This design comes from an exercise in tuning for small area, a short achievable clock period and few clock cycles per item on the open sky130 flow, not from production work. The RTL was checked by simulation tests, not by an equivalence proof against the original design. Power is estimated from default activity; no workload was simulated.

Design sat_top, start of the top module:
module sat_top (
    input  wire logic        clk,
    input  wire logic        rst_n,
    input  wire logic        req_valid,
    output logic             req_ready,
    input  wire logic [2:0]  req_op,
    input  wire logic [63:0] req_node_iid,
    input  wire logic [7:0]  req_report_status,
    input  wire logic [5:0]  req_entry_index,
    output logic             rsp_valid,
    input  wire logic        rsp_ready,
    output logic [2:0]       rsp_result_code,
    output logic [6:0]       rsp_member_count,
    output logic             rsp_window_open,
    output logic             rsp_admission_done,
    output logic [6:0]       rsp_accepted_total,
    output logic [6:0]       rsp_rejected_total,
    output logic [6:0]       rsp_silent_total,
    output logic             rsp_table_empty,
    output logic [5:0]       rsp_match_index,
    input  wire logic        cfg_valid,
    output logic             cfg_ready,
    input  wire logic [7:0]  cfg_index,
    input  wire logic [15:0] cfg_data
);
Size in the first run: about 5,200 cells after synthesis, about 68,000 µm² of cells after synthesis.
make LEC_CHECK=0 CAP_MARGIN=20 CORE_MARGIN=2 CORE_UTILIZATION=55 SETUP_SLACK_MARGIN=2.2 SLEW_MARGIN=20 finish   # period 5.0 ns
run.sh (not shown) runs the stock make flow with config.mk's settings and CLKGATE_MAP_FILE= SYNTH_SCRIPT=/design/flow/synth_recipe.tcl, a recipe that flattens the netlist after the stock synthesis.
Testbench counts at the start, summed over its fixed seeds: cycles 4,905, items 4,723.
==> next run, changes <==
--- a/flow/design.v
+++ b/flow/design.v
@@ -148,20 +148,15 @@
         for (int i = 0; i < N; i++)
         begin
             r_slot[i] = r_grow && r_slot_i == AW'(i);
             s_slot[i] = s_grow && s_slot_i == AW'(i);
         end
     end
     assign used_c = occ_reg | drop_reg | (r_valid ? r_slot : '0) | (s_valid ? s_slot : '0);
-    logic clear_n;
-    assign clear_n = (fire && req.op == sat_pkg::OP_CLEAR) || (r_valid && r_clear) ||
-                     (s_valid && s_clear && !adv);
-    assign used_n  = clear_n ? ((r_valid ? r_slot : '0) | ((s_valid && !adv) ? s_slot : '0) |
-                                (fire ? we : '0)) :
-                               (used_c | (fire ? we : '0));
+    assign used_n = used_c | (fire ? we : '0);
     assign free_n = ~used_n;
     always_comb
     begin
         for (int i = 0; i < N; i++)
         begin
             slot_n[i] = free_n[i];
             for (int j = 0; j < i; j++)
Outcome: Via count shrinks by 0.75%; routed wire length came out lower by 0.54%; maximum frequency rises by 2.4%; clock-buffer cell count stays the same; setup slack is better by 0.075 ns; non-clock buffer count went up by 12; synthesized area shrinks by 0.42%; core utilization grows by 0.44 points; clock power rises by about 4%.
Testbench counts after the change, summed over its fixed seeds: cycles 4,973, items 4,723.

========
Setup of rev 12:
Another version of the RTL of sat_top (not shown whole).
For scale: ~5300 cells after synthesis, ~69000 um2 of cells after synthesis.
==> flow/config.mk <==
export PLATFORM = sky130hd
export DESIGN_NAME = sat_top
export DESIGN_NICKNAME = sat_top
export VERILOG_FILES = /design/flow/design.v
export SDC_FILE = /design/flow/constraint.sdc
export NUM_CORES = 4
export LEC_CHECK = 0
export CAP_MARGIN = 20
export CORE_MARGIN = 2
export CORE_UTILIZATION = 55
export SETUP_SLACK_MARGIN = 2.0
export SLEW_MARGIN = 20
==> flow/constraint.sdc <==
create_clock -name core_clock -period 5.0 [get_ports {clk}]
set_input_delay 1.0000 -clock core_clock [delete_from_list [all_inputs] [get_ports {clk}]]
set_output_delay 1.0000 -clock core_clock [all_outputs]
set_load 0.01 [all_outputs]
Testbench counts of rev 12, summed over its fixed seeds: cycles 4,903, items 4,723.
## Diff of input files: rev 13 against rev 12
--- a/flow/design.v
+++ b/flow/design.v
@@ -99,24 +99,25 @@
     localparam int NP = N * (N - 1) / 2;
     localparam logic [CW-1:0] FULL_COUNT = CW'(N);
     function automatic int pidx(input int p, input int q);
         pidx = p * N - (p * (p + 1)) / 2 + (q - p - 1);
     endfunction
     logic [N-1:0]  occ_reg, rep_reg, acc_reg;
     logic [NP-1:0] ord_reg;
     logic [AW-1:0] rank_reg [N];
     logic [N-1:0]  drop_reg;
     logic [CW-1:0] count_reg, vcount_reg, nacc_reg, nrej_reg, nsil_reg;
     logic          window_reg;
     logic [15:0]   countdown_reg;
+    logic          nsil_one_reg, cd_last_reg;
     logic          r_valid;
     logic          r_clear, r_add, r_begin, r_report, r_tick, r_cancel, r_remove;
     logic [N-1:0]  r_match;
     logic [N-1:0]  r_slot;
     logic          r_eq;
     logic [5:0]    r_idx;
     logic          s_valid;
     logic          s_clear, s_add, s_begin, s_report, s_tick, s_cancel, s_remove;
     logic [N-1:0]  s_win;
     logic          s_any;
     logic [N-1:0]  s_slot;
     logic          s_eq;
@@ -164,26 +165,26 @@
     assign pend_free = dropping || (r_valid && r_free_op) || (s_valid && s_free_op);
     assign sure_full = !pend_free &&
                        (count_top_reg[2] ||
                         (count_top_reg[1] && ((r_valid && r_grow) != (s_valid && s_grow))) ||
                         (count_top_reg[0] && r_valid && r_grow && s_valid && s_grow));
     assign stall_add = (req.op == sat_pkg::OP_ADD) && full_q && !sure_full;
     assign rsp_free  = !rsp_valid_reg || rsp_ready;
     assign hold      = dropping && s_report && window_reg;
     assign adv       = s_valid && rsp_free && !hold;
     assign s_free    = !s_valid || adv;
     assign bubble    = r_remove && (dropping ||
                                     (s_valid && (s_remove ||
-                                                 (s_report && window_reg && nsil_reg == CW'(1)) ||
-                                                 (s_tick && window_reg && countdown_reg[15:1] == '0))));
+                                                 (s_report && window_reg && nsil_one_reg) ||
+                                                 (s_tick && window_reg && cd_last_reg))));
     assign adv2      = r_valid && s_free && !bubble;
     assign req_ready = (!r_valid || adv2) && !stall_add;
     assign fire      = req_valid && req_ready;
     assign we        = (fire && req.op == sat_pkg::OP_ADD) ? slot_q : '0;
     sat_id_ram #(
         .DEPTH (N)
     ) u_ids (
         .clk   (clk),
         .we    (we),
         .wdata (req.node_iid),
         .key   (req.node_iid),
         .match (match_in)
@@ -311,27 +312,27 @@
         for (int p = 0; p < N; p++)
         begin
             win_rank = win_rank | (s_win[p] ? rank_reg[p] : '0);
         end
     end
     assign rep_w      = |(s_win & rep_reg);
     assign tgt_rep    = |(s_win & rep_reg);
     assign tgt_acc    = |(s_win & acc_reg);
     assign found      = s_report && window_reg && s_any;
     assign rep_ok     = found && !rep_w;
     assign eq_ok      = rep_ok && s_eq;
     assign rej_ok     = rep_ok && !s_eq;
-    assign one_left   = nsil_reg == CW'(1);
+    assign one_left   = nsil_one_reg;
     assign close_rep  = rep_ok && one_left;
-    assign cd_last    = countdown_reg[15:1] == '0;
+    assign cd_last    = cd_last_reg;
     assign close_tick = s_tick && window_reg && cd_last;
     assign close      = close_rep || close_tick;
     assign acc_u      = acc_reg | (eq_ok ? s_win : '0);
     assign acc_total = close_rep ? (s_eq ? nacc_reg + 1'b1 : nacc_reg) :
                        close_tick ? nacc_reg : '0;
     assign rej_total = close_rep ? (s_eq ? nrej_reg : nrej_reg + 1'b1) :
                        close_tick ? nrej_reg : '0;
     assign sil_total = close_tick ? nsil_reg : '0;
     assign bad_idx = s_idx >= 6'(count_reg);
     assign full    = count_reg == FULL_COUNT;
     assign add_ok  = s_add && !full;
     assign rm_now  = s_remove && !bad_idx;
@@ -449,45 +450,48 @@
         end
     end
     always_ff @(posedge clk or negedge rst_n)
     begin
         if (!rst_n)
         begin
             occ_reg    <= '0;
             count_reg  <= '0;
             count_top_reg <= '0;
             nacc_reg   <= '0;
             nrej_reg   <= '0;
             nsil_reg   <= '0;
+            nsil_one_reg <= 1'b0;
             window_reg <= 1'b0;
         end
         else if (adv)
         begin
             occ_reg    <= occ_next;
             count_reg  <= count_next;
             count_top_reg <= {count_next == CW'(N), count_next == CW'(N - 1),
                               count_next == CW'(N - 2)};
             nacc_reg   <= nacc_next;
             nrej_reg   <= nrej_next;
             nsil_reg   <= nsil_next;
+            nsil_one_reg <= nsil_next == CW'(1);
             window_reg <= window_next;
         end
     end
     always_ff @(posedge clk)
     begin
         if (adv)
         begin
             rep_reg       <= rep_next;
             acc_reg       <= acc_next;
             countdown_reg <= countdown_next;
+            cd_last_reg   <= countdown_next[15:1] == '0;
         end
     end
     logic [N-1:0] ord_set;
     assign ord_set = (adv && add_ok) ? s_slot : '0;
     always_ff @(posedge clk)
     begin
         for (int p = 0; p < N; p++)
         begin
             for (int q = p + 1; q < N; q++)
             begin
                 ord_reg[pidx(p, q)] <= (ord_reg[pidx(p, q)] & ~ord_set[p]) | ord_set[q];
             end
### Flow results
In rev 13 the final worst slack turned out 0.15 ns higher than in rev 12.
Density: rev 13 denser than rev 12
Rev 13: fmax 4.5% above rev 12
| proportion of layout cells with a drive suffix above 1 | rev 13 vs rev 12 | ≈ equal |
From rev 12 to rev 13 the numbers moved as follows: quantity of hold-fixing buffers added after cts held, non-clock buffer area fraction after layout now smaller, highest net fanout along the worst path +6.
Testbench counts of rev 13, summed over its fixed seeds: cycles 4,903, items 4,723.

========
job 102:
RTL: one of the versions met above, not the one the previous note started from.
Size in the first run: about 1500 flip-flops, roughly 150 I/O pins, about 68000 sq um of cells after synthesis.
clock: 5.0 ns
lec_check: 0
cap_margin: 20
core_margin: 2
core_utilization: 65
setup_slack_margin: 2.0
slew_margin: 20
Testbench counts of job 102, summed over its fixed seeds: cycles 4,905, items 4,723.
The inputs of job 103 differ from those of job 102 as listed below.
--- a/flow/design.v
+++ b/flow/design.v
@@ -148,20 +148,15 @@
         for (int i = 0; i < N; i++)
         begin
             r_slot[i] = r_grow && r_slot_i == AW'(i);
             s_slot[i] = s_grow && s_slot_i == AW'(i);
         end
     end
     assign used_c = occ_reg | drop_reg | (r_valid ? r_slot : '0) | (s_valid ? s_slot : '0);
-    logic clear_n;
-    assign clear_n = (fire && req.op == sat_pkg::OP_CLEAR) || (r_valid && r_clear) ||
-                     (s_valid && s_clear && !adv);
-    assign used_n  = clear_n ? ((r_valid ? r_slot : '0) | ((s_valid && !adv) ? s_slot : '0) |
-                                (fire ? we : '0)) :
-                               (used_c | (fire ? we : '0));
+    assign used_n = used_c | (fire ? we : '0);
     assign free_n = ~used_n;
     always_comb
     begin
         for (int i = 0; i < N; i++)
         begin
             slot_n[i] = free_n[i];
             for (int j = 0; j < i; j++)
Results
Job 103 — final-layout worst hold slack 0.026 ns higher, job 102 as reference. Between job 102 and job 103, the flow reports post-CTS repair timing setup buffer count decreasing by more than a quarter. Setup slack of the critical path after layout is higher on job 103. ~same portion of netlist area occupied by mux cells in job 103 and job 102. Looking at final core utilization, job 103 sits 1.1 points lower than job 102 does. A capturing instance or port of the critical path of u_core.u_ctrl.rank_reg[11][1]$_DFFE_PP_ is what job 102 shows, while req_ready belongs to job 103. Max die footprint across job 103 and job 102: job 102. The post-place instance area of job 103 and that of job 102 are within noise of each other. Proportion of cell area occupied by multi-input gates is lower on job 103. Compared with job 102, job 103 shows power after layout lower by about 7%. Diff job 103 and job 102: routed via count lower in job 103.
Testbench counts of job 103, summed over its fixed seeds: cycles 4,973, items 4,723.

## port drivers added, routing unchanged
In the flow no input, the clock included, has a driving cell. The finished layouts below were timed again as built, in two steps. Step 1 sets driving cells, clkbuf_16 on the clock port and buf_2 on the other inputs (assumed; they add their load-dependent delay and slew). Step 2 moves the port delays by t, midway between the first and last clock arrival at a register: inputs arrive t later, outputs are due t later. That takes back most of the time a late clock gives input paths. Slacks: no drivers / after step 1 / after step 2; pairs: no drivers / after step 1.
run	t, ns	setup WS [ns]	worst setup path after step 2	worst slew at a driven data input, ns	pins driven straight from the clock port
the first run of note 1	0.874	1.787 / 1.708 / 1.298	input to register	0.07	1
the second run of note 1	0.871	1.862 / 1.780 / 1.396	input to register	0.08	1
rev 12	0.853	1.446 / 1.367 / 1.110	input to register	0.06	1
rev 13	0.853	1.598 / 1.590 / 1.158	input to register	0.08	1
job 102	0.857	1.528 / 1.528 / 1.147	input to register	0.05	1
job 103	0.838	1.788 / 1.710 / 1.119	input to register	0.10	1
After both steps every run listed still meets setup and hold. The setup slack of job 103, which loses most, moves by -0.078 ns with the drivers and by -0.669 ns with both steps.
